This is an optimization exercise on Yosys and OpenROAD, whose aim is small area, a short achievable clock period and few clock cycles per item, not a production implementation.
Function was checked by simulation only, so behaviour that the tests miss may differ from the original.

==> flow/design.v, too long to show whole: its modules and the start of the top module <==
// module gbk_seq: 210 lines
// module gbk_sq: 376 lines
// module gbk_acc: 104 lines
// module gbk_mac: 639 lines
// module gbk_benc: 17 lines
// module gbk_fa: 10 lines
// module gbk_ha: 9 lines
// module gbk_exp_rom: 269 lines
// module gaussian_rbf_kernel_core: 138 lines
module gaussian_rbf_kernel_core (
    input  wire logic                          clk,
    input  wire logic                          rst_n,
    input  wire logic                          pair_valid,
    output logic                               pair_ready,
    input  wire logic [gbk_pkg::COORD_W-1:0]   pair_coord_a,
    input  wire logic [gbk_pkg::COORD_W-1:0]   pair_coord_b,
    input  wire logic                          pair_last,
    output logic                               result_valid,
    input  wire logic                          result_ready,
    output logic      [gbk_pkg::KERNEL_W-1:0]  result_kernel_value,
    output logic      [gbk_pkg::DIST_W-1:0]    result_sq_distance,
    input  wire logic                          cfg_valid,
    output logic                               cfg_ready,
    input  wire logic [gbk_pkg::INV_W-1:0]     cfg_inv_bandwidth
);
  // ...
==> flow/flow/run.sh <==
#!/bin/bash
set -euo pipefail
bash standard.sh SETUP_SLACK_MARGIN=7 finish > standard_flow.log 2>&1
==> flow/standard.sh <==
#!/bin/bash
# synth_recipe.tcl (not shown) runs the flow's synth.tcl, then flattens the netlist and writes it again
# the make line also repeats each setting of config.mk as NAME=value (left out here)
make -C /OpenROAD-flow-scripts/flow DESIGN_CONFIG=/design/flow/config.mk WORK_HOME=/design/flow/orfs CLKGATE_MAP_FILE= SYNTH_SCRIPT=/design/flow/synth_recipe.tcl "${@:-finish}"
==> flow/config.mk <==
export PLATFORM = sky130hd
export DESIGN_NAME = gaussian_rbf_kernel_core
export DESIGN_NICKNAME = gaussian_rbf_kernel_core
export VERILOG_FILES = /design/flow/design.v
export SDC_FILE = /design/flow/constraint.sdc
export NUM_CORES = 4
export LEC_CHECK = 0
export CAP_MARGIN = 20
export CORE_MARGIN = 2
export CORE_UTILIZATION = 40
export SLEW_MARGIN = 20
export SYNTH_HIERARCHICAL = 1
export SYNTH_MEMORY_MAX_BITS = 16384
==> flow/constraint.sdc <==
create_clock -name core_clock -period 11.0 [get_ports {clk}]
set_input_delay 2.2000 -clock core_clock [delete_from_list [all_inputs] [get_ports {clk}]]
set_output_delay 2.2000 -clock core_clock [all_outputs]
set_load 0.01 [all_outputs]
==> results_dict.tcl, run 1 <==
set metrics [dict create \
    top_layer "met5" \
    final-setup-viol-count 0 \
    finalNonFillerCells 6525 \
    holdPathStages 0 \
    antenna_found_initial 16 \
    synth_edf_count 346 \
    multi_input_area_share_pct 60.1 \
    cts_root_buf "clkbuf_16" \
    core_area_um2 115000 \
    areaGrowthSynthToFinish_pct 20.3 \
    fin_area_um2 55600 \
    buffers 480 \
    clk_latency_ns 0.66 \
    ctsHoldBuffers 0 \
    reg2reg_depth 18 \
    synth-async-reset-ratio_pct 7.84 \
    cts_max_path_buffers 3 \
    fin_crit_sh_pct 46.0 \
    muxShareOfSynthArea_pct 3.10 \
    critPathCapture "u_seq.p_reg[48]" \
    final.setup.tns_ns 0 \
    syn_area_um2 46300 \
    synth-seq-cells 459 \
    regArea_um2 12900 \
    start_util_pct 40.4 \
    first_pass_iters 7 \
    synth_top_family_by_area "compound AO/OA/AOI/OAI gates" \
    path_class "flip-flop to flip-flop" \
    cp.depth 18 \
    whs_endpoint "s2_last" \
    slew_headroom_pct 17.0 \
    multi_input_cells 3857 \
    port_buffers 122 \
    skew_ns 0.0356 \
    dieWidth_um 344 \
    status "timing/DRC/antenna clean" \
    num_vias 43300 \
]
Testbench counts, summed over its fixed seeds: cycles 7,937, items 512.
==> module gbk_seq, before the edit <==
module gbk_seq (
    input  wire logic          clk,
    input  wire logic          rst_n,
    input  wire logic          d_valid,
    input  wire logic [41:0]   d_in,
    output logic               d_take,
    input  wire logic [23:0]   inv,
    output logic               res_valid,
    input  wire logic          res_ready,
    output logic [16:0]        res_kernel,
    output logic [41:0]        res_dist,
    output logic               idle_free
);
    localparam logic [3:0] ST_IDLE = 4'd0;
    localparam logic [3:0] ST_S1_0 = 4'd1;
    localparam logic [3:0] ST_S1_1 = 4'd2;
    localparam logic [3:0] ST_S1_2 = 4'd3;
    localparam logic [3:0] ST_S2_0 = 4'd4;
    localparam logic [3:0] ST_S2_1 = 4'd5;
    localparam logic [3:0] ST_S2_2 = 4'd6;
    localparam logic [3:0] ST_R0   = 4'd7;
    localparam logic [3:0] ST_R1   = 4'd8;
    localparam logic [3:0] ST_R2   = 4'd9;
    localparam logic [3:0] ST_S3_0 = 4'd10;
    localparam logic [3:0] ST_S3_1 = 4'd11;
    localparam logic [3:0] ST_FIN  = 4'd12;
    localparam logic [30:0] C = gbk_pkg::LOG2E_Q30;
    logic [3:0]  st;
    logic        rv;
    logic [41:0] rd;
    logic [16:0] rk;
    logic [27:0] a_reg;
    logic [11:0] b_next;      
    logic [5:0]  b_one;       
    logic [5:0]  b_two;
    logic [5:0]  b_neg;
    logic        b_top;
    logic [5:0]  e_one;
    logic [5:0]  e_two;
    logic [5:0]  e_neg;
    logic        e_top;
    logic [48:0] p_reg;
    logic [29:0] y_reg;       
    logic [31:0] t_reg;
    logic [8:0]  ra;
    logic        triv;
    logic        zero;
    logic        mz;          
    logic        mk;          
    logic        start;
    logic [47:0] mac_acc;
    logic [48:0] mac_p;
    logic [31:0] rom_q;
    logic [4:0]  y_n;
    logic [7:0]  y_idx;
    logic [16:0] y_g;
    logic        n_over;
    logic        x_over;
    logic [32:0] v;
    logic [17:0] rnd;
    logic [16:0] res;
    assign start     = (st == ST_IDLE) && d_valid && (!rv || res_ready);
    assign d_take    = start;
    assign idle_free = (st == ST_IDLE);
    always_comb
    begin
        unique case (st)
            ST_IDLE: b_next = d_in[11:0];
            ST_S1_0: b_next = rd[23:12];
            ST_S1_1: b_next = rd[35:24];
            ST_S1_2: b_next = C[11:0];
            ST_S2_0: b_next = C[23:12];
            ST_S2_1: b_next = {5'b0, C[30:24]};
            ST_R2:   b_next = y_reg[11:0];
            ST_S3_0: b_next = {7'b0, y_reg[16:12]};
            default: b_next = '0;
        endcase
    end
    always_comb
    begin
        if (mz)
            mac_acc = '0;
        else if (mk)
            mac_acc = {t_reg, 16'hffff};
        else
            mac_acc = {11'b0, p_reg[48:12]};
    end
    gbk_benc u_benc (
        .b     (b_next),
        .b_one (e_one),
        .b_two (e_two),
        .b_neg (e_neg),
        .b_top (e_top)
    );
    gbk_mac u_mac (
        .a     (a_reg),
        .b_one (b_one),
        .b_two (b_two),
        .b_neg (b_neg),
        .b_top (b_top),
        .acc (mac_acc),
        .p   (mac_p)
    );
    assign y_n    = p_reg[34:30];
    assign y_idx  = p_reg[29:22];
    assign y_g    = 17'h10000 - {1'b0, p_reg[21:6]};
    assign n_over = (p_reg[48:35] != '0) || (y_n >= 5'd17);
    assign x_over = p_reg[48:12] != '0;
    gbk_exp_rom u_rom (
        .addr (ra),
        .q    (rom_q)
    );
    assign v   = p_reg[36:4];
    assign rnd = 18'(v >> (6'd15 + {1'b0, y_reg[29:25]})) + 18'd1;
    assign res = rnd[17:1];
    always_ff @(posedge clk or negedge rst_n)
    begin
        if (!rst_n)
        begin
            st <= ST_IDLE;
            rv <= 1'b0;
        end
        else
        begin
            if (rv && res_ready)
                rv <= 1'b0;
            unique case (st)
                ST_IDLE:
                begin
                    if (start)
                    begin
                        if (d_in == '0 || inv == '0)
                            st <= ST_FIN;
                        else
                            st <= ST_S1_0;
                    end
                end
                ST_S2_0:
                begin
                    if (zero || x_over)
                        st <= ST_FIN;
                    else
                        st <= ST_S2_1;
                end
                ST_R0:
                begin
                    if (n_over)
                        st <= ST_FIN;
                    else
                        st <= ST_R1;
                end
                ST_FIN:
                begin
                    st <= ST_IDLE;
                    rv <= 1'b1;
                end
                default: st <= st + 4'd1;
            endcase
        end
    end
    always_ff @(posedge clk)
    begin
        p_reg <= mac_p;
        mz    <= start || (st == ST_S1_2);
        mk    <= (st == ST_R2);
        b_one <= e_one;
        b_two <= e_two;
        b_neg <= e_neg;
        b_top <= e_top;
        if (start)
        begin
            rd    <= d_in;
            a_reg <= {4'b0, inv};
            triv  <= (d_in == '0) || (inv == '0);
            zero  <= d_in[41:36] != '0;
        end
        if (st == ST_S1_0 || st == ST_S1_1)
            y_reg[23:0] <= {mac_p[11:0], y_reg[23:12]};
        if (st == ST_S1_2)
            a_reg <= {mac_p[11:0], y_reg[23:8]};
        if (st == ST_S2_0)
            zero  <= zero || x_over;
        if (st == ST_S2_2)
            ra <= {1'b0, mac_p[29:22]};
        else
            ra <= ra + 9'd1;
        if (st == ST_R0)
        begin
            y_reg <= {y_n, y_idx, y_g};
            a_reg <= {4'b0, rom_q[23:0]};
            zero  <= n_over;
        end
        if (st == ST_R1)
            t_reg <= rom_q;
        if (st == ST_R2)
            a_reg <= {4'b0, 24'(a_reg[23:0] - t_reg[23:0])};
        if (st == ST_FIN)
        begin
            if (triv)
                rk <= gbk_pkg::KERNEL_ONE;
            else if (zero)
                rk <= '0;
            else
                rk <= res;
        end
    end
    assign res_valid  = rv;
    assign res_kernel = rk;
    assign res_dist   = rd;
endmodule
==> module gbk_sq, before the edit <==
module gbk_sq (
    input  wire logic [15:0] u,
    input  wire logic        s,
    output logic      [31:0] ps,
    output logic      [31:0] pc
);
    logic [15:0] su;
    logic [15:0] pp [0:15];
    assign su = u & {16{s}};
    for (genvar i = 0; i < 16; i++)
    begin : g_pp
        assign pp[i] = u & {16{u[i]}};
    end
    logic sq_1;
    logic sq_2;
    logic sq_3;
    logic sq_4;
    logic sq_5;
    logic sq_6;
    logic sq_7;
    logic sq_8;
    logic sq_9;
    logic sq_10;
    logic sq_11;
    logic sq_12;
    logic sq_13;
    logic sq_14;
    logic sq_15;
    logic sq_16;
    logic sq_17;
    logic sq_18;
    logic sq_19;
    logic sq_20;
    logic sq_21;
    logic sq_22;
    logic sq_23;
    logic sq_24;
    logic sq_25;
    logic sq_26;
    logic sq_27;
    logic sq_28;
    logic sq_29;
    logic sq_30;
    logic sq_31;
    logic sq_32;
    logic sq_33;
    logic sq_34;
    logic sq_35;
    logic sq_36;
    logic sq_37;
    logic sq_38;
    logic sq_39;
    logic sq_40;
    logic sq_41;
    logic sq_42;
    logic sq_43;
    logic sq_44;
    logic sq_45;
    logic sq_46;
    logic sq_47;
    logic sq_48;
    logic sq_49;
    logic sq_50;
    logic sq_51;
    logic sq_52;
    logic sq_53;
    logic sq_54;
    logic sq_55;
    logic sq_56;
    logic sq_57;
    logic sq_58;
    logic sq_59;
    logic sq_60;
    logic sq_61;
    logic sq_62;
    logic sq_63;
    logic sq_64;
    logic sq_65;
    logic sq_66;
    logic sq_67;
    logic sq_68;
    logic sq_69;
    logic sq_70;
    logic sq_71;
    logic sq_72;
    logic sq_73;
    logic sq_74;
    logic sq_75;
    logic sq_76;
    logic sq_77;
    logic sq_78;
    logic sq_79;
    logic sq_80;
    logic sq_81;
    logic sq_82;
    logic sq_83;
    logic sq_84;
    logic sq_85;
    logic sq_86;
    logic sq_87;
    logic sq_88;
    logic sq_89;
    logic sq_90;
    logic sq_91;
    logic sq_92;
    logic sq_93;
    logic sq_94;
    logic sq_95;
    logic sq_96;
    logic sq_97;
    logic sq_98;
    logic sq_99;
    logic sq_100;
    logic sq_101;
    logic sq_102;
    logic sq_103;
    logic sq_104;
    logic sq_105;
    logic sq_106;
    logic sq_107;
    logic sq_108;
    logic sq_109;
    logic sq_110;
    logic sq_111;
    logic sq_112;
    logic sq_113;
    logic sq_114;
    logic sq_115;
    logic sq_116;
    logic sq_117;
    logic sq_118;
    logic sq_119;
    logic sq_120;
    logic sq_121;
    logic sq_122;
    logic sq_123;
    logic sq_124;
    logic sq_125;
    logic sq_126;
    logic sq_127;
    logic sq_128;
    logic sq_129;
    logic sq_130;
    logic sq_131;
    logic sq_132;
    logic sq_133;
    logic sq_134;
    logic sq_135;
    logic sq_136;
    logic sq_137;
    logic sq_138;
    logic sq_139;
    logic sq_140;
    logic sq_141;
    logic sq_142;
    logic sq_143;
    logic sq_144;
    logic sq_145;
    logic sq_146;
    logic sq_147;
    logic sq_148;
    logic sq_149;
    logic sq_150;
    logic sq_151;
    logic sq_152;
    logic sq_153;
    logic sq_154;
    logic sq_155;
    logic sq_156;
    logic sq_157;
    logic sq_158;
    logic sq_159;
    logic sq_160;
    logic sq_161;
    logic sq_162;
    logic sq_163;
    logic sq_164;
    logic sq_165;
    logic sq_166;
    logic sq_167;
    logic sq_168;
    logic sq_169;
    logic sq_170;
    logic sq_171;
    logic sq_172;
    logic sq_173;
    logic sq_174;
    logic sq_175;
    logic sq_176;
    logic sq_177;
    logic sq_178;
    logic sq_179;
    logic sq_180;
    logic sq_181;
    logic sq_182;
    logic sq_183;
    logic sq_184;
    logic sq_185;
    logic sq_186;
    logic sq_187;
    logic sq_188;
    logic sq_189;
    logic sq_190;
    logic sq_191;
    logic sq_192;
    logic sq_193;
    logic sq_194;
    logic sq_195;
    logic sq_196;
    logic sq_197;
    logic sq_198;
    logic sq_199;
    logic sq_200;
    logic sq_201;
    logic sq_202;
    logic sq_203;
    logic sq_204;
    logic sq_205;
    logic sq_206;
    logic sq_207;
    logic sq_208;
    logic sq_209;
    logic sq_210;
    logic sq_211;
    logic sq_212;
    logic sq_213;
    logic sq_214;
    logic sq_215;
    logic sq_216;
    logic sq_217;
    logic sq_218;
    logic sq_219;
    logic sq_220;
    logic sq_221;
    logic sq_222;
    logic sq_223;
    logic sq_224;
    logic sq_225;
    logic sq_226;
    logic sq_227;
    logic sq_228;
    logic sq_229;
    logic sq_230;
    logic sq_231;
    logic sq_232;
    logic sq_233;
    logic sq_234;
    logic sq_235;
    logic sq_236;
    logic sq_237;
    logic sq_238;
    logic sq_239;
    logic sq_240;
    gbk_ha u_sq_1 (.a(pp[0][15]), .b(pp[1][14]), .s(sq_1), .co(sq_2));
    gbk_ha u_sq_3 (.a(pp[0][9]), .b(pp[1][8]), .s(sq_3), .co(sq_4));
    gbk_ha u_sq_5 (.a(pp[0][10]), .b(pp[1][9]), .s(sq_5), .co(sq_6));
    gbk_fa u_sq_7 (.a(pp[0][11]), .b(pp[1][10]), .c(pp[2][9]), .s(sq_7), .co(sq_8));
    gbk_ha u_sq_9 (.a(pp[3][8]), .b(pp[4][7]), .s(sq_9), .co(sq_10));
    gbk_fa u_sq_11 (.a(pp[0][12]), .b(pp[1][11]), .c(pp[2][10]), .s(sq_11), .co(sq_12));
    gbk_ha u_sq_13 (.a(pp[3][9]), .b(pp[4][8]), .s(sq_13), .co(sq_14));
    gbk_fa u_sq_15 (.a(pp[0][13]), .b(pp[1][12]), .c(pp[2][11]), .s(sq_15), .co(sq_16));
    gbk_fa u_sq_17 (.a(pp[3][10]), .b(pp[4][9]), .c(pp[5][8]), .s(sq_17), .co(sq_18));
    gbk_ha u_sq_19 (.a(pp[6][7]), .b(u[7]), .s(sq_19), .co(sq_20));
    gbk_fa u_sq_21 (.a(pp[0][14]), .b(pp[1][13]), .c(pp[2][12]), .s(sq_21), .co(sq_22));
    gbk_fa u_sq_23 (.a(pp[3][11]), .b(pp[4][10]), .c(pp[5][9]), .s(sq_23), .co(sq_24));
    gbk_ha u_sq_25 (.a(pp[6][8]), .b(su[14]), .s(sq_25), .co(sq_26));
    gbk_fa u_sq_27 (.a(sq_1), .b(pp[2][13]), .c(pp[3][12]), .s(sq_27), .co(sq_28));
    gbk_fa u_sq_29 (.a(pp[4][11]), .b(pp[5][10]), .c(pp[6][9]), .s(sq_29), .co(sq_30));
    gbk_fa u_sq_31 (.a(pp[7][8]), .b(u[8]), .c(su[15]), .s(sq_31), .co(sq_32));
    gbk_fa u_sq_33 (.a(pp[1][15]), .b(pp[2][14]), .c(pp[3][13]), .s(sq_33), .co(sq_34));
    gbk_fa u_sq_35 (.a(pp[4][12]), .b(pp[5][11]), .c(pp[6][10]), .s(sq_35), .co(sq_36));
    gbk_ha u_sq_37 (.a(pp[7][9]), .b(sq_2), .s(sq_37), .co(sq_38));
    gbk_fa u_sq_39 (.a(pp[2][15]), .b(pp[3][14]), .c(pp[4][13]), .s(sq_39), .co(sq_40));
    gbk_fa u_sq_41 (.a(pp[5][12]), .b(pp[6][11]), .c(pp[7][10]), .s(sq_41), .co(sq_42));
    gbk_ha u_sq_43 (.a(pp[8][9]), .b(u[9]), .s(sq_43), .co(sq_44));
    gbk_fa u_sq_45 (.a(pp[3][15]), .b(pp[4][14]), .c(pp[5][13]), .s(sq_45), .co(sq_46));
    gbk_ha u_sq_47 (.a(pp[6][12]), .b(pp[7][11]), .s(sq_47), .co(sq_48));
    gbk_fa u_sq_49 (.a(pp[4][15]), .b(pp[5][14]), .c(pp[6][13]), .s(sq_49), .co(sq_50));
    gbk_ha u_sq_51 (.a(pp[7][12]), .b(pp[8][11]), .s(sq_51), .co(sq_52));
    gbk_ha u_sq_53 (.a(pp[5][15]), .b(pp[6][14]), .s(sq_53), .co(sq_54));
    gbk_ha u_sq_55 (.a(pp[6][15]), .b(pp[7][14]), .s(sq_55), .co(sq_56));
    gbk_ha u_sq_57 (.a(pp[0][5]), .b(pp[1][4]), .s(sq_57), .co(sq_58));
    gbk_ha u_sq_59 (.a(pp[0][6]), .b(pp[1][5]), .s(sq_59), .co(sq_60));
    gbk_fa u_sq_61 (.a(pp[0][7]), .b(pp[1][6]), .c(pp[2][5]), .s(sq_61), .co(sq_62));
    gbk_ha u_sq_63 (.a(pp[3][4]), .b(u[4]), .s(sq_63), .co(sq_64));
    gbk_fa u_sq_65 (.a(pp[0][8]), .b(pp[1][7]), .c(pp[2][6]), .s(sq_65), .co(sq_66));
    gbk_ha u_sq_67 (.a(pp[3][5]), .b(su[8]), .s(sq_67), .co(sq_68));
    gbk_fa u_sq_69 (.a(sq_3), .b(pp[2][7]), .c(pp[3][6]), .s(sq_69), .co(sq_70));
    gbk_fa u_sq_71 (.a(pp[4][5]), .b(u[5]), .c(su[9]), .s(sq_71), .co(sq_72));
    gbk_fa u_sq_73 (.a(sq_5), .b(pp[2][8]), .c(pp[3][7]), .s(sq_73), .co(sq_74));
    gbk_fa u_sq_75 (.a(pp[4][6]), .b(su[10]), .c(sq_4), .s(sq_75), .co(sq_76));
    gbk_fa u_sq_77 (.a(sq_7), .b(sq_9), .c(pp[5][6]), .s(sq_77), .co(sq_78));
    gbk_fa u_sq_79 (.a(u[6]), .b(su[11]), .c(sq_6), .s(sq_79), .co(sq_80));
    gbk_fa u_sq_81 (.a(sq_11), .b(sq_13), .c(pp[5][7]), .s(sq_81), .co(sq_82));
    gbk_fa u_sq_83 (.a(su[12]), .b(sq_8), .c(sq_10), .s(sq_83), .co(sq_84));
    gbk_fa u_sq_85 (.a(sq_15), .b(sq_17), .c(sq_19), .s(sq_85), .co(sq_86));
    gbk_fa u_sq_87 (.a(su[13]), .b(sq_12), .c(sq_14), .s(sq_87), .co(sq_88));
    gbk_fa u_sq_89 (.a(sq_21), .b(sq_23), .c(sq_25), .s(sq_89), .co(sq_90));
    gbk_fa u_sq_91 (.a(sq_16), .b(sq_18), .c(sq_20), .s(sq_91), .co(sq_92));
    gbk_fa u_sq_93 (.a(sq_27), .b(sq_29), .c(sq_31), .s(sq_93), .co(sq_94));
    gbk_fa u_sq_95 (.a(sq_22), .b(sq_24), .c(sq_26), .s(sq_95), .co(sq_96));
    gbk_fa u_sq_97 (.a(sq_33), .b(sq_35), .c(sq_37), .s(sq_97), .co(sq_98));
    gbk_fa u_sq_99 (.a(sq_28), .b(sq_30), .c(sq_32), .s(sq_99), .co(sq_100));
    gbk_fa u_sq_101 (.a(sq_39), .b(sq_41), .c(sq_43), .s(sq_101), .co(sq_102));
    gbk_fa u_sq_103 (.a(sq_34), .b(sq_36), .c(sq_38), .s(sq_103), .co(sq_104));
    gbk_fa u_sq_105 (.a(sq_45), .b(sq_47), .c(pp[8][10]), .s(sq_105), .co(sq_106));
    gbk_fa u_sq_107 (.a(sq_40), .b(sq_42), .c(sq_44), .s(sq_107), .co(sq_108));
    gbk_fa u_sq_109 (.a(sq_49), .b(sq_51), .c(pp[9][10]), .s(sq_109), .co(sq_110));
    gbk_fa u_sq_111 (.a(u[10]), .b(sq_46), .c(sq_48), .s(sq_111), .co(sq_112));
    gbk_fa u_sq_113 (.a(sq_53), .b(pp[7][13]), .c(pp[8][12]), .s(sq_113), .co(sq_114));
    gbk_fa u_sq_115 (.a(pp[9][11]), .b(sq_50), .c(sq_52), .s(sq_115), .co(sq_116));
    gbk_fa u_sq_117 (.a(sq_55), .b(pp[8][13]), .c(pp[9][12]), .s(sq_117), .co(sq_118));
    gbk_fa u_sq_119 (.a(pp[10][11]), .b(u[11]), .c(sq_54), .s(sq_119), .co(sq_120));
    gbk_fa u_sq_121 (.a(pp[7][15]), .b(pp[8][14]), .c(pp[9][13]), .s(sq_121), .co(sq_122));
    gbk_ha u_sq_123 (.a(pp[10][12]), .b(sq_56), .s(sq_123), .co(sq_124));
    gbk_fa u_sq_125 (.a(pp[8][15]), .b(pp[9][14]), .c(pp[10][13]), .s(sq_125), .co(sq_126));
    gbk_ha u_sq_127 (.a(pp[11][12]), .b(u[12]), .s(sq_127), .co(sq_128));
    gbk_ha u_sq_129 (.a(pp[9][15]), .b(pp[10][14]), .s(sq_129), .co(sq_130));
    gbk_ha u_sq_131 (.a(pp[10][15]), .b(pp[11][14]), .s(sq_131), .co(sq_132));
    gbk_ha u_sq_133 (.a(pp[0][3]), .b(pp[1][2]), .s(sq_133), .co(sq_134));
    gbk_ha u_sq_135 (.a(pp[0][4]), .b(pp[1][3]), .s(sq_135), .co(sq_136));
    gbk_fa u_sq_137 (.a(sq_57), .b(pp[2][3]), .c(u[3]), .s(sq_137), .co(sq_138));
    gbk_fa u_sq_139 (.a(sq_59), .b(pp[2][4]), .c(su[6]), .s(sq_139), .co(sq_140));
    gbk_fa u_sq_141 (.a(sq_61), .b(sq_63), .c(su[7]), .s(sq_141), .co(sq_142));
    gbk_fa u_sq_143 (.a(sq_65), .b(sq_67), .c(sq_62), .s(sq_143), .co(sq_144));
    gbk_fa u_sq_145 (.a(sq_69), .b(sq_71), .c(sq_66), .s(sq_145), .co(sq_146));
    gbk_fa u_sq_147 (.a(sq_73), .b(sq_75), .c(sq_70), .s(sq_147), .co(sq_148));
    gbk_fa u_sq_149 (.a(sq_77), .b(sq_79), .c(sq_74), .s(sq_149), .co(sq_150));
    gbk_fa u_sq_151 (.a(sq_81), .b(sq_83), .c(sq_78), .s(sq_151), .co(sq_152));
    gbk_fa u_sq_153 (.a(sq_85), .b(sq_87), .c(sq_82), .s(sq_153), .co(sq_154));
    gbk_fa u_sq_155 (.a(sq_89), .b(sq_91), .c(sq_86), .s(sq_155), .co(sq_156));
    gbk_fa u_sq_157 (.a(sq_93), .b(sq_95), .c(sq_90), .s(sq_157), .co(sq_158));
    gbk_fa u_sq_159 (.a(sq_97), .b(sq_99), .c(sq_94), .s(sq_159), .co(sq_160));
    gbk_fa u_sq_161 (.a(sq_101), .b(sq_103), .c(sq_98), .s(sq_161), .co(sq_162));
    gbk_fa u_sq_163 (.a(sq_105), .b(sq_107), .c(sq_102), .s(sq_163), .co(sq_164));
    gbk_fa u_sq_165 (.a(sq_109), .b(sq_111), .c(sq_106), .s(sq_165), .co(sq_166));
    gbk_fa u_sq_167 (.a(sq_113), .b(sq_115), .c(sq_110), .s(sq_167), .co(sq_168));
    gbk_fa u_sq_169 (.a(sq_117), .b(sq_119), .c(sq_114), .s(sq_169), .co(sq_170));
    gbk_fa u_sq_171 (.a(sq_121), .b(sq_123), .c(sq_118), .s(sq_171), .co(sq_172));
    gbk_fa u_sq_173 (.a(sq_125), .b(sq_127), .c(sq_122), .s(sq_173), .co(sq_174));
    gbk_fa u_sq_175 (.a(sq_129), .b(pp[11][13]), .c(sq_126), .s(sq_175), .co(sq_176));
    gbk_fa u_sq_177 (.a(sq_131), .b(pp[12][13]), .c(u[13]), .s(sq_177), .co(sq_178));
    gbk_ha u_sq_179 (.a(pp[11][15]), .b(pp[12][14]), .s(sq_179), .co(sq_180));
    gbk_ha u_sq_181 (.a(pp[12][15]), .b(pp[13][14]), .s(sq_181), .co(sq_182));
    gbk_ha u_sq_183 (.a(pp[0][1]), .b(u[1]), .s(sq_183), .co(sq_184));
    gbk_ha u_sq_185 (.a(pp[0][2]), .b(su[2]), .s(sq_185), .co(sq_186));
    gbk_fa u_sq_187 (.a(sq_133), .b(u[2]), .c(su[3]), .s(sq_187), .co(sq_188));
    gbk_fa u_sq_189 (.a(sq_135), .b(su[4]), .c(sq_134), .s(sq_189), .co(sq_190));
    gbk_fa u_sq_191 (.a(sq_137), .b(su[5]), .c(sq_136), .s(sq_191), .co(sq_192));
    gbk_fa u_sq_193 (.a(sq_139), .b(sq_58), .c(sq_138), .s(sq_193), .co(sq_194));
    gbk_fa u_sq_195 (.a(sq_141), .b(sq_60), .c(sq_140), .s(sq_195), .co(sq_196));
    gbk_fa u_sq_197 (.a(sq_143), .b(sq_64), .c(sq_142), .s(sq_197), .co(sq_198));
    gbk_fa u_sq_199 (.a(sq_145), .b(sq_68), .c(sq_144), .s(sq_199), .co(sq_200));
    gbk_fa u_sq_201 (.a(sq_147), .b(sq_72), .c(sq_146), .s(sq_201), .co(sq_202));
    gbk_fa u_sq_203 (.a(sq_149), .b(sq_76), .c(sq_148), .s(sq_203), .co(sq_204));
    gbk_fa u_sq_205 (.a(sq_151), .b(sq_80), .c(sq_150), .s(sq_205), .co(sq_206));
    gbk_fa u_sq_207 (.a(sq_153), .b(sq_84), .c(sq_152), .s(sq_207), .co(sq_208));
    gbk_fa u_sq_209 (.a(sq_155), .b(sq_88), .c(sq_154), .s(sq_209), .co(sq_210));
    gbk_fa u_sq_211 (.a(sq_157), .b(sq_92), .c(sq_156), .s(sq_211), .co(sq_212));
    gbk_fa u_sq_213 (.a(sq_159), .b(sq_96), .c(sq_158), .s(sq_213), .co(sq_214));
    gbk_fa u_sq_215 (.a(sq_161), .b(sq_100), .c(sq_160), .s(sq_215), .co(sq_216));
    gbk_fa u_sq_217 (.a(sq_163), .b(sq_104), .c(sq_162), .s(sq_217), .co(sq_218));
    gbk_fa u_sq_219 (.a(sq_165), .b(sq_108), .c(sq_164), .s(sq_219), .co(sq_220));
    gbk_fa u_sq_221 (.a(sq_167), .b(sq_112), .c(sq_166), .s(sq_221), .co(sq_222));
    gbk_fa u_sq_223 (.a(sq_169), .b(sq_116), .c(sq_168), .s(sq_223), .co(sq_224));
    gbk_fa u_sq_225 (.a(sq_171), .b(sq_120), .c(sq_170), .s(sq_225), .co(sq_226));
    gbk_fa u_sq_227 (.a(sq_173), .b(sq_124), .c(sq_172), .s(sq_227), .co(sq_228));
    gbk_fa u_sq_229 (.a(sq_175), .b(sq_128), .c(sq_174), .s(sq_229), .co(sq_230));
    gbk_fa u_sq_231 (.a(sq_177), .b(sq_130), .c(sq_176), .s(sq_231), .co(sq_232));
    gbk_fa u_sq_233 (.a(sq_179), .b(sq_132), .c(sq_178), .s(sq_233), .co(sq_234));
    gbk_fa u_sq_235 (.a(sq_181), .b(u[14]), .c(sq_180), .s(sq_235), .co(sq_236));
    gbk_ha u_sq_237 (.a(pp[13][15]), .b(sq_182), .s(sq_237), .co(sq_238));
    gbk_ha u_sq_239 (.a(pp[14][15]), .b(u[15]), .s(sq_239), .co(sq_240));
    assign ps = {sq_240, sq_239, sq_237, sq_235, sq_233, sq_231, sq_229, sq_227, sq_225, sq_223, sq_221, sq_219, sq_217, sq_215, sq_213, sq_211, sq_209, sq_207, sq_205, sq_203, sq_201, sq_199, sq_197, sq_195, sq_193, sq_191, sq_189, sq_187, sq_185, sq_183, su[0], u[0]};
    assign pc = {1'b0, sq_238, sq_236, sq_234, sq_232, sq_230, sq_228, sq_226, sq_224, sq_222, sq_220, sq_218, sq_216, sq_214, sq_212, sq_210, sq_208, sq_206, sq_204, sq_202, sq_200, sq_198, sq_196, sq_194, sq_192, sq_190, sq_188, sq_186, sq_184, su[1], 1'b0, s};
endmodule
==> module gaussian_rbf_kernel_core, before the edit <==
module gaussian_rbf_kernel_core (
    input  wire logic                          clk,
    input  wire logic                          rst_n,
    input  wire logic                          pair_valid,
    output logic                               pair_ready,
    input  wire logic [gbk_pkg::COORD_W-1:0]   pair_coord_a,
    input  wire logic [gbk_pkg::COORD_W-1:0]   pair_coord_b,
    input  wire logic                          pair_last,
    output logic                               result_valid,
    input  wire logic                          result_ready,
    output logic      [gbk_pkg::KERNEL_W-1:0]  result_kernel_value,
    output logic      [gbk_pkg::DIST_W-1:0]    result_sq_distance,
    input  wire logic                          cfg_valid,
    output logic                               cfg_ready,
    input  wire logic [gbk_pkg::INV_W-1:0]     cfg_inv_bandwidth
);
    logic        pr;
    logic        s0_v;
    logic        s0_last;
    logic [15:0] s0_a;
    logic [15:0] s0_b;
    logic        s1_v;
    logic        s1_last;
    logic [15:0] s1_u;
    logic        s1_s;
    logic        s2_v;
    logic        s2_last;
    logic [31:0] s2_ps;
    logic [31:0] s2_pc;
    logic [41:0] acc;
    logic        af;
    logic        az;
    logic [41:0] buf_d;
    logic        bv;
    logic [23:0] inv_reg;
    logic        accept;
    logic [16:0] diff;
    logic [31:0] sq_s;
    logic [31:0] sq_c;
    logic [42:0] sum;
    logic        stall;
    logic        acc_do;
    logic        bf;
    logic        take;
    logic        idle_free;
    logic        rv;
    logic        s0_v_n;
    logic        s1_v_n;
    logic        s2_v_n;
    logic        af_n;
    logic        bv_n;
    logic        rv_n;
    logic        idle_n;
    assign accept     = pair_valid && pr;
    assign pair_ready = pr;
    assign cfg_ready  = 1'b1;
    assign diff = {s0_a[15], s0_a} - {s0_b[15], s0_b};
    gbk_sq u_sq (
        .u (s1_u),
        .s (s1_s),
        .ps (sq_s),
        .pc (sq_c)
    );
    gbk_acc u_acc (
        .a  (az ? 42'd0 : acc),
        .ps (s2_ps),
        .pc (s2_pc),
        .s  (sum)
    );
    assign bf     = af && (!bv || take);
    assign stall  = !pr;
    assign acc_do = s2_v && pr;
    gbk_seq u_seq (
        .clk        (clk),
        .rst_n      (rst_n),
        .d_valid    (bv),
        .d_in       (buf_d),
        .d_take     (take),
        .inv        (inv_reg),
        .res_valid  (rv),
        .res_ready  (result_ready),
        .res_kernel (result_kernel_value),
        .res_dist   (result_sq_distance),
        .idle_free  (idle_free)
    );
    assign result_valid = rv;
    assign s0_v_n = stall ? s0_v : accept;
    assign s1_v_n = stall ? s1_v : s0_v;
    assign s2_v_n = stall ? s2_v : s1_v;
    assign af_n   = acc_do ? s2_last : (af && !bf);
    assign bv_n   = bf || (bv && !take);
    always_ff @(posedge clk or negedge rst_n)
    begin
        if (!rst_n)
        begin
            pr      <= 1'b0;
            s0_v    <= 1'b0;
            s1_v    <= 1'b0;
            s2_v    <= 1'b0;
            af      <= 1'b0;
            az      <= 1'b1;
            bv      <= 1'b0;
            inv_reg <= gbk_pkg::INV_DEFAULT;
        end
        else
        begin
            pr   <= !(s2_v_n && af_n && bv_n && !(idle_free && !take && !(rv && !result_ready)));
            s0_v <= s0_v_n;
            s1_v <= s1_v_n;
            s2_v <= s2_v_n;
            af   <= af_n;
            bv   <= bv_n;
            if (acc_do)
                az <= s2_last;
            if (cfg_valid)
                inv_reg <= cfg_inv_bandwidth;
        end
    end
    always_ff @(posedge clk)
    begin
        if (!stall)
        begin
            s0_last <= pair_last;
            s0_a    <= pair_coord_a;
            s0_b    <= pair_coord_b;
            s1_last <= s0_last;
            s1_s    <= diff[16];
            s1_u    <= diff[15:0] ^ {16{diff[16]}};
            s2_last <= s1_last;
            s2_ps   <= sq_s;
            s2_pc   <= sq_c;
        end
        if (acc_do)
            acc <= sum[42] ? {42{1'b1}} : sum[41:0];
        if (bf)
            buf_d <= acc;
    end
endmodule
==> run 2, diff against run 1 <==
--- a/flow/design.v
+++ b/flow/design.v
@@ -21,7 +21,7 @@
     input  wire logic          res_ready,
     output logic [16:0]        res_kernel,
     output logic [41:0]        res_dist,
-    output logic               idle_free
+    output logic               take_sure
 );
     localparam logic [3:0] ST_IDLE = 4'd0;
     localparam logic [3:0] ST_S1_0 = 4'd1;
@@ -60,6 +60,7 @@
     logic        mz;          
     logic        mk;          
     logic        start;
+    logic        hold;
     logic [47:0] mac_acc;
     logic [48:0] mac_p;
     logic [31:0] rom_q;
@@ -71,14 +72,17 @@
     logic [32:0] v;
     logic [17:0] rnd;
     logic [16:0] res;
-    assign start     = (st == ST_IDLE) && d_valid && (!rv || res_ready);
-    assign d_take    = start;
-    assign idle_free = (st == ST_IDLE);
+    assign start     = (st == ST_IDLE || st == ST_FIN) && d_valid;
+    assign hold      = rv && !res_ready;
+    assign d_take    = (st == ST_S1_0) && !hold;
+    assign take_sure = (((st == ST_IDLE || st == ST_FIN) && start) || (st == ST_S1_0 && hold))
+                       && !(st == ST_FIN) && !(rv && !res_ready);
     always_comb
     begin
         unique case (st)
             ST_IDLE: b_next = d_in[11:0];
-            ST_S1_0: b_next = rd[23:12];
+            ST_FIN:  b_next = d_in[11:0];
+            ST_S1_0: b_next = hold ? d_in[11:0] : d_in[23:12];
             ST_S1_1: b_next = rd[35:24];
             ST_S1_2: b_next = C[11:0];
             ST_S2_0: b_next = C[23:12];
@@ -140,11 +144,16 @@
                 ST_IDLE:
                 begin
                     if (start)
+                        st <= ST_S1_0;
+                end
+                ST_S1_0:
+                begin
+                    if (!hold)
                     begin
-                        if (d_in == '0 || inv == '0)
+                        if (triv)
                             st <= ST_FIN;
                         else
-                            st <= ST_S1_0;
+                            st <= ST_S1_1;
                     end
                 end
                 ST_S2_0:
@@ -163,7 +172,7 @@
                 end
                 ST_FIN:
                 begin
-                    st <= ST_IDLE;
+                    st <= start ? ST_S1_0 : ST_IDLE;
                     rv <= 1'b1;
                 end
                 default: st <= st + 4'd1;
@@ -173,15 +182,16 @@
     always_ff @(posedge clk)
     begin
         p_reg <= mac_p;
-        mz    <= start || (st == ST_S1_2);
+        mz    <= start || (st == ST_S1_0 && hold) || (st == ST_S1_2);
         mk    <= (st == ST_R2);
         b_one <= e_one;
         b_two <= e_two;
         b_neg <= e_neg;
         b_top <= e_top;
+        if (d_take)
+            rd    <= d_in;
         if (start)
         begin
-            rd    <= d_in;
             a_reg <= {4'b0, inv};
             triv  <= (d_in == '0) || (inv == '0);
             zero  <= d_in[41:36] != '0;
@@ -225,8 +235,7 @@
 module gbk_sq (
     input  wire logic [15:0] u,
     input  wire logic        s,
-    output logic      [31:0] ps,
-    output logic      [31:0] pc
+    output logic      [31:0] p
 );
     logic [15:0] su;
     logic [15:0] pp [0:15];
@@ -595,112 +604,7 @@
     gbk_fa u_sq_235 (.a(sq_181), .b(u[14]), .c(sq_180), .s(sq_235), .co(sq_236));
     gbk_ha u_sq_237 (.a(pp[13][15]), .b(sq_182), .s(sq_237), .co(sq_238));
     gbk_ha u_sq_239 (.a(pp[14][15]), .b(u[15]), .s(sq_239), .co(sq_240));
-    assign ps = {sq_240, sq_239, sq_237, sq_235, sq_233, sq_231, sq_229, sq_227, sq_225, sq_223, sq_221, sq_219, sq_217, sq_215, sq_213, sq_211, sq_209, sq_207, sq_205, sq_203, sq_201, sq_199, sq_197, sq_195, sq_193, sq_191, sq_189, sq_187, sq_185, sq_183, su[0], u[0]};
-    assign pc = {1'b0, sq_238, sq_236, sq_234, sq_232, sq_230, sq_228, sq_226, sq_224, sq_222, sq_220, sq_218, sq_216, sq_214, sq_212, sq_210, sq_208, sq_206, sq_204, sq_202, sq_200, sq_198, sq_196, sq_194, sq_192, sq_190, sq_188, sq_186, sq_184, su[1], 1'b0, s};
-endmodule
-module gbk_acc (
-    input  wire logic [41:0] a,
-    input  wire logic [31:0] ps,
-    input  wire logic [31:0] pc,
-    output logic      [42:0] s
-);
-    logic ac_1;
-    logic ac_2;
-    logic ac_3;
-    logic ac_4;
-    logic ac_5;
-    logic ac_6;
-    logic ac_7;
-    logic ac_8;
-    logic ac_9;
-    logic ac_10;
-    logic ac_11;
-    logic ac_12;
-    logic ac_13;
-    logic ac_14;
-    logic ac_15;
-    logic ac_16;
-    logic ac_17;
-    logic ac_18;
-    logic ac_19;
-    logic ac_20;
-    logic ac_21;
-    logic ac_22;
-    logic ac_23;
-    logic ac_24;
-    logic ac_25;
-    logic ac_26;
-    logic ac_27;
-    logic ac_28;
-    logic ac_29;
-    logic ac_30;
-    logic ac_31;
-    logic ac_32;
-    logic ac_33;
-    logic ac_34;
-    logic ac_35;
-    logic ac_36;
-    logic ac_37;
-    logic ac_38;
-    logic ac_39;
-    logic ac_40;
-    logic ac_41;
-    logic ac_42;
-    logic ac_43;
-    logic ac_44;
-    logic ac_45;
-    logic ac_46;
-    logic ac_47;
-    logic ac_48;
-    logic ac_49;
-    logic ac_50;
-    logic ac_51;
-    logic ac_52;
-    logic ac_53;
-    logic ac_54;
-    logic ac_55;
-    logic ac_56;
-    logic ac_57;
-    logic ac_58;
-    logic ac_59;
-    logic ac_60;
-    logic ac_61;
-    logic ac_62;
-    logic ac_63;
-    logic ac_64;
-    gbk_ha u_ac_1 (.a(a[0]), .b(ps[0]), .s(ac_1), .co(ac_2));
-    gbk_fa u_ac_3 (.a(a[1]), .b(ps[1]), .c(pc[1]), .s(ac_3), .co(ac_4));
-    gbk_fa u_ac_5 (.a(a[2]), .b(ps[2]), .c(pc[2]), .s(ac_5), .co(ac_6));
-    gbk_fa u_ac_7 (.a(a[3]), .b(ps[3]), .c(pc[3]), .s(ac_7), .co(ac_8));
-    gbk_fa u_ac_9 (.a(a[4]), .b(ps[4]), .c(pc[4]), .s(ac_9), .co(ac_10));
-    gbk_fa u_ac_11 (.a(a[5]), .b(ps[5]), .c(pc[5]), .s(ac_11), .co(ac_12));
-    gbk_fa u_ac_13 (.a(a[6]), .b(ps[6]), .c(pc[6]), .s(ac_13), .co(ac_14));
-    gbk_fa u_ac_15 (.a(a[7]), .b(ps[7]), .c(pc[7]), .s(ac_15), .co(ac_16));
-    gbk_fa u_ac_17 (.a(a[8]), .b(ps[8]), .c(pc[8]), .s(ac_17), .co(ac_18));
-    gbk_fa u_ac_19 (.a(a[9]), .b(ps[9]), .c(pc[9]), .s(ac_19), .co(ac_20));
-    gbk_fa u_ac_21 (.a(a[10]), .b(ps[10]), .c(pc[10]), .s(ac_21), .co(ac_22));
-    gbk_fa u_ac_23 (.a(a[11]), .b(ps[11]), .c(pc[11]), .s(ac_23), .co(ac_24));
-    gbk_fa u_ac_25 (.a(a[12]), .b(ps[12]), .c(pc[12]), .s(ac_25), .co(ac_26));
-    gbk_fa u_ac_27 (.a(a[13]), .b(ps[13]), .c(pc[13]), .s(ac_27), .co(ac_28));
-    gbk_fa u_ac_29 (.a(a[14]), .b(ps[14]), .c(pc[14]), .s(ac_29), .co(ac_30));
-    gbk_fa u_ac_31 (.a(a[15]), .b(ps[15]), .c(pc[15]), .s(ac_31), .co(ac_32));
-    gbk_fa u_ac_33 (.a(a[16]), .b(ps[16]), .c(pc[16]), .s(ac_33), .co(ac_34));
-    gbk_fa u_ac_35 (.a(a[17]), .b(ps[17]), .c(pc[17]), .s(ac_35), .co(ac_36));
-    gbk_fa u_ac_37 (.a(a[18]), .b(ps[18]), .c(pc[18]), .s(ac_37), .co(ac_38));
-    gbk_fa u_ac_39 (.a(a[19]), .b(ps[19]), .c(pc[19]), .s(ac_39), .co(ac_40));
-    gbk_fa u_ac_41 (.a(a[20]), .b(ps[20]), .c(pc[20]), .s(ac_41), .co(ac_42));
-    gbk_fa u_ac_43 (.a(a[21]), .b(ps[21]), .c(pc[21]), .s(ac_43), .co(ac_44));
-    gbk_fa u_ac_45 (.a(a[22]), .b(ps[22]), .c(pc[22]), .s(ac_45), .co(ac_46));
-    gbk_fa u_ac_47 (.a(a[23]), .b(ps[23]), .c(pc[23]), .s(ac_47), .co(ac_48));
-    gbk_fa u_ac_49 (.a(a[24]), .b(ps[24]), .c(pc[24]), .s(ac_49), .co(ac_50));
-    gbk_fa u_ac_51 (.a(a[25]), .b(ps[25]), .c(pc[25]), .s(ac_51), .co(ac_52));
-    gbk_fa u_ac_53 (.a(a[26]), .b(ps[26]), .c(pc[26]), .s(ac_53), .co(ac_54));
-    gbk_fa u_ac_55 (.a(a[27]), .b(ps[27]), .c(pc[27]), .s(ac_55), .co(ac_56));
-    gbk_fa u_ac_57 (.a(a[28]), .b(ps[28]), .c(pc[28]), .s(ac_57), .co(ac_58));
-    gbk_fa u_ac_59 (.a(a[29]), .b(ps[29]), .c(pc[29]), .s(ac_59), .co(ac_60));
-    gbk_fa u_ac_61 (.a(a[30]), .b(ps[30]), .c(pc[30]), .s(ac_61), .co(ac_62));
-    gbk_fa u_ac_63 (.a(a[31]), .b(ps[31]), .c(pc[31]), .s(ac_63), .co(ac_64));
-    assign s = {1'b0, a[41], a[40], a[39], a[38], a[37], a[36], a[35], a[34], a[33], a[32], ac_63, ac_61, ac_59, ac_57, ac_55, ac_53, ac_51, ac_49, ac_47, ac_45, ac_43, ac_41, ac_39, ac_37, ac_35, ac_33, ac_31, ac_29, ac_27, ac_25, ac_23, ac_21, ac_19, ac_17, ac_15, ac_13, ac_11, ac_9, ac_7, ac_5, ac_3, ac_1} + {1'b0, 1'b0, 1'b0, 1'b0, 1'b0, 1'b0, 1'b0, 1'b0, 1'b0, 1'b0, ac_64, ac_62, ac_60, ac_58, ac_56, ac_54, ac_52, ac_50, ac_48, ac_46, ac_44, ac_42, ac_40, ac_38, ac_36, ac_34, ac_32, ac_30, ac_28, ac_26, ac_24, ac_22, ac_20, ac_18, ac_16, ac_14, ac_12, ac_10, ac_8, ac_6, ac_4, ac_2, pc[0]};
+    assign p = {sq_240, sq_239, sq_237, sq_235, sq_233, sq_231, sq_229, sq_227, sq_225, sq_223, sq_221, sq_219, sq_217, sq_215, sq_213, sq_211, sq_209, sq_207, sq_205, sq_203, sq_201, sq_199, sq_197, sq_195, sq_193, sq_191, sq_189, sq_187, sq_185, sq_183, su[0], u[0]} + {1'b0, sq_238, sq_236, sq_234, sq_232, sq_230, sq_228, sq_226, sq_224, sq_222, sq_220, sq_218, sq_216, sq_214, sq_212, sq_210, sq_208, sq_206, sq_204, sq_202, sq_200, sq_198, sq_196, sq_194, sq_192, sq_190, sq_188, sq_186, sq_184, su[1], 1'b0, s};
 endmodule
 module gbk_mac (
     input  wire logic [27:0] a,
@@ -1667,18 +1571,13 @@
     input  wire logic [gbk_pkg::INV_W-1:0]     cfg_inv_bandwidth
 );
     logic        pr;
-    logic        s0_v;
-    logic        s0_last;
-    logic [15:0] s0_a;
-    logic [15:0] s0_b;
     logic        s1_v;
     logic        s1_last;
     logic [15:0] s1_u;
     logic        s1_s;
     logic        s2_v;
     logic        s2_last;
-    logic [31:0] s2_ps;
-    logic [31:0] s2_pc;
+    logic [31:0] s2_sq;
     logic [41:0] acc;
     logic        af;
     logic        az;
@@ -1687,16 +1586,14 @@
     logic [23:0] inv_reg;
     logic        accept;
     logic [16:0] diff;
-    logic [31:0] sq_s;
-    logic [31:0] sq_c;
+    logic [31:0] sq;
     logic [42:0] sum;
     logic        stall;
     logic        acc_do;
     logic        bf;
     logic        take;
-    logic        idle_free;
+    logic        take_sure;
     logic        rv;
-    logic        s0_v_n;
     logic        s1_v_n;
     logic        s2_v_n;
     logic        af_n;
@@ -1706,19 +1603,13 @@
     assign accept     = pair_valid && pr;
     assign pair_ready = pr;
     assign cfg_ready  = 1'b1;
-    assign diff = {s0_a[15], s0_a} - {s0_b[15], s0_b};
+    assign diff = {pair_coord_a[15], pair_coord_a} - {pair_coord_b[15], pair_coord_b};
     gbk_sq u_sq (
         .u (s1_u),
         .s (s1_s),
-        .ps (sq_s),
-        .pc (sq_c)
-    );
-    gbk_acc u_acc (
-        .a  (az ? 42'd0 : acc),
-        .ps (s2_ps),
-        .pc (s2_pc),
-        .s  (sum)
+        .p (sq)
     );
+    assign sum = {1'b0, az ? 42'd0 : acc} + {11'b0, s2_sq};
     assign bf     = af && (!bv || take);
     assign stall  = !pr;
     assign acc_do = s2_v && pr;
@@ -1733,11 +1624,10 @@
         .res_ready  (result_ready),
         .res_kernel (result_kernel_value),
         .res_dist   (result_sq_distance),
-        .idle_free  (idle_free)
+        .take_sure  (take_sure)
     );
     assign result_valid = rv;
-    assign s0_v_n = stall ? s0_v : accept;
-    assign s1_v_n = stall ? s1_v : s0_v;
+    assign s1_v_n = stall ? s1_v : accept;
     assign s2_v_n = stall ? s2_v : s1_v;
     assign af_n   = acc_do ? s2_last : (af && !bf);
     assign bv_n   = bf || (bv && !take);
@@ -1746,7 +1636,6 @@
         if (!rst_n)
         begin
             pr      <= 1'b0;
-            s0_v    <= 1'b0;
             s1_v    <= 1'b0;
             s2_v    <= 1'b0;
             af      <= 1'b0;
@@ -1756,8 +1645,7 @@
         end
         else
         begin
-            pr   <= !(s2_v_n && af_n && bv_n && !(idle_free && !take && !(rv && !result_ready)));
-            s0_v <= s0_v_n;
+            pr   <= !(s2_v_n && af_n && bv_n && !take_sure);
             s1_v <= s1_v_n;
             s2_v <= s2_v_n;
             af   <= af_n;
@@ -1772,15 +1660,11 @@
     begin
         if (!stall)
         begin
-            s0_last <= pair_last;
-            s0_a    <= pair_coord_a;
-            s0_b    <= pair_coord_b;
-            s1_last <= s0_last;
+            s1_last <= pair_last;
             s1_s    <= diff[16];
             s1_u    <= diff[15:0] ^ {16{diff[16]}};
             s2_last <= s1_last;
-            s2_ps   <= sq_s;
-            s2_pc   <= sq_c;
+            s2_sq   <= sq;
         end
         if (acc_do)
             acc <= sum[42] ? {42{1'b1}} : sum[41:0];
==> flow/flow/run.sh (replaced) <==
#!/bin/bash
set -euo pipefail
bash standard.sh SETUP_SLACK_MARGIN=6 finish > standard_flow.log 2>&1
==> results_dict.tcl, run 2 <==
set metrics [dict create \
    worstSetupEndpointType "flip-flop" \
    muxShareOfSynthArea_pct 2.94 \
    areaGrowthSynthToFinish_pct 16.2 \
    worst_hold_path_type "flip-flop to flip-flop" \
    dieWidth_um 336 \
    dp_hpwl_um 150000 \
    required_ns 11.53 \
    drive_gt1_share_pct 16.1 \
    core_area_um2 109000 \
    maxSlewViolCount 0 \
    die_h_um 336 \
    num_vias 42800 \
    ctsHoldBuffers 0 \
    synth-seq-cells 393 \
    final_cell_mix "nand2_1 (387), a21oi_1 (332), edfxtp_1 (281)" \
    crit_fanout 14 \
    synth_area_leaders "edfxtp_1 (19%), fa_1 (12%), ha_1 (6.8%)" \
    synth_top_family_by_area "compound AO/OA/AOI/OAI gates" \
    place_area_um2 46300 \
    rsz0062_at_grt "yes" \
    wl_um 213000 \
    synth_warnings 14 \
    grt_max_degree 142 \
    yosysMostFrequentCell "nand2_1" \
    synth-seq-area-share_pct 24.6 \
    synth_edf_count 281 \
    fin_area_um2 51300 \
    synthCells 4916 \
    min_period_ns 5.26 \
    remaining_drc_errors 0 \
    dieArea_um2 113000 \
    grt_overflow_total 0 \
    antenna_left 0 \
    tightest_slew_ns 1.28 \
    fin_util_pct 47.0 \
    first_pass_iters 8 \
    port_buffers 122 \
    cts_tree "yes" \
    clk_pin_slew_ns 0.06 \
    path_class "flip-flop to flip-flop" \
    final-setup-viol-count 0 \
    fmax_mhz 190 \
    status "timing/DRC/antenna clean" \
    synth_cell_types 129 \
    drtIter0Drc 5202 \
    grt_pass1_wl_um 298000 \
    antenna_found_initial 16 \
    avgSynthCellArea_um2 8.99 \
    cts_root_buf "clkbuf_16" \
    nets 5569 \
    synthXorXnorAreaFrac_pct 7.14 \
    cts_max_path_buffers 3 \
    fin_crit_sh_pct 47.8 \
    start_kind "flip-flop" \
    synth_flop_cell "edfxtp_1" \
    slew_headroom_pct 14.4 \
    final.setup.tns_ns 0 \
    grt_use_total_pct 36.3 \
    synth_fa_ha_area_share_pct 19.2 \
    cts_buffers 46 \
    gp_congestion 1.04 \
    first_global_vias 41000 \
    synth-simple-area-share_pct 17.1 \
    avgViaCountPerCell 6.57 \
    start_util_pct 40.5 \
    synth_top_cell_by_area "edfxtp_1" \
    maxCapViolations 0 \
    largest_reg_flops 43 \
    wl_per_cell_um 32.7 \
    critPathArrivalTime_ns 5.79 \
    clk_latency_ns 0.65 \
    htree_levels 2 \
    pin_count 124 \
    clock-sinks 393 \
    final_common_cell "nand2_1" \
    synthTopCellsByCount "nand2_1 (391), a21oi_1 (351), nor2_1 (294)" \
    synth-async-reset-ratio_pct 8.91 \
    fillers 10400 \
    rows 121 \
    syn_area_um2 44200 \
    synth_top_area_share_pct 19.1 \
    skew_ns 0.0338 \
    final_hold_viol_count 0 \
    synth-compound-area-share_pct 23.5 \
]
==> run 2: changes by cell type after synthesis, moves of 31 or more <==
cell / change
nand2_1: +36
a21oi_1: +31
and2_2: -56
a21o_1: +33
and2_1: +55
or2_2: -43
buf_4: -66
edfxtp_1: -65
==> run 2: routing by layer <==
layer	global-route usage, %	wire (um)	vias up
met4	18.2	12900	22
li1	-	-	18200
met5	0	140	-
met2	52.5	87800	2729
met3	12.5	25800	642
met1	48.1	85900	21100
==> run 2: through the flow <==
step	instances	hold slack (ns)	setup WS [ns]
after floorplan	4929	0.400	6.00
after global placement	6213	0.422	4.79
after detailed placement	6214	0.432	4.80
after CTS	6441	0.447	5.76
after global routing	6506	0.458	5.62
final	6511	0.440	5.74
==> run 2: what timing repair did <==
| action | in CTS | in global routing |
|---|---|---|
| cloned | 0 | 2 |
| pin swaps | 57 | 144 |
| endpoints found under the setup margin | 58 | 59 |
| setup buffers | 142 | 62 |
| gates resized for setup | 185 | 134 |
==> run 2: path summary, 6_finish.rpt <==
check / slack, ns / from / cells past startpoint / to
worst max-delay path: 5.74 / u_seq.a_reg[9] / 18 / u_seq.p_reg[37]
worst min-delay path: 0.44 / acc[17] / 0 / buf_d[17]
worst max register to register: 5.74 / u_seq.a_reg[9] / 18 / u_seq.p_reg[37]
worst min register to register: 0.44 / acc[17] / 0 / buf_d[17]
max in group asynchronous: 8.76 / rst_n / 1 / pr
min in group asynchronous: 1.66 / rst_n / 1 / inv_reg[14]
==> run 2: per-module statistics from Yosys (local to each module, per instance) <==
module	area, um^2	flops+latches	times used	cells inside
gaussian_rbf_kernel_core	8690	165	1	704
gbk_benc	218	0	1	29
gbk_exp_rom	9030	0	1	1501
gbk_fa	20.0	0	270	1
gbk_ha	12.5	0	54	1
gbk_mac	6160	0	1	877
gbk_seq	11500	228	1	1104
gbk_sq	2550	0	1	377
==> run 2: area by class of cell <==
cell class                 instances  area [um^2]  area share, %
clock buffer                      55         1230           2.40
inverter                         110          413          0.804
clock inverter                    30          383          0.746
timing repair buffer             442         4180           8.15
sequential                       393        10900           21.3
antenna                            5         12.5         0.0244
multi-input combinational       4000        32300           63.0
tap                             1476         1850           3.60
==> run 2: cell families after synthesis <==
logic type      count (synthesis)
compound gates               1522
other cells                     3
buf+inv                       536
fa+ha+maj                     514
xor+xnor                      360
flops                         393
simple gates                 1489
mux                            99
==> run 2: worst max-delay path: stages (launching register included) <==
cell      delay (ns)
edfxtp_1        0.42
buf_12          0.18
a22oi_1         0.22
xnor2_1         0.16
fa_1            0.47
fa_1            0.59
fa_1            0.44
fa_1            0.51
ha_4            0.35
nand4_1         0.20
buf_4           0.21
nor3_4          0.26
nor3_4          0.07
buf_6           0.14
o311ai_4        0.31
a311oi_2        0.20
buf_4           0.18
buf_6           0.11
xnor2_2         0.11
Testbench counts of run 2, summed over its fixed seeds: cycles 7,804, items 512.

[separate check: timing with driven ports]
The flow's constraints put no driver on any port. The routed layouts listed below were extracted and timed again, unchanged, in two steps. Step 1 assumes that a clkbuf_16 drives the clock port and a buf_2 every other input. Step 2 moves the port delays by t, midway between the first and last clock arrival at a register: inputs arrive t later, outputs are due t later. That takes back most of the time a late clock gives input paths. a / b / c = no drivers / after step 1 / after step 2; a / b = the first two.
run | t (ns) | setup slack, ns | hold WS [ns] | worst setup path at the end | worst register clock-pin slew, ns
run 1 | 0.712 | 5.936 / 5.936 / 5.936 | 0.419 / 0.419 / 0.419 | register to register | 0.07 / 0.07
run 2 | 0.711 | 5.738 / 5.738 / 5.738 | 0.440 / 0.440 / 0.440 | register to register | 0.07 / 0.07
After both steps every run listed still meets setup and hold.
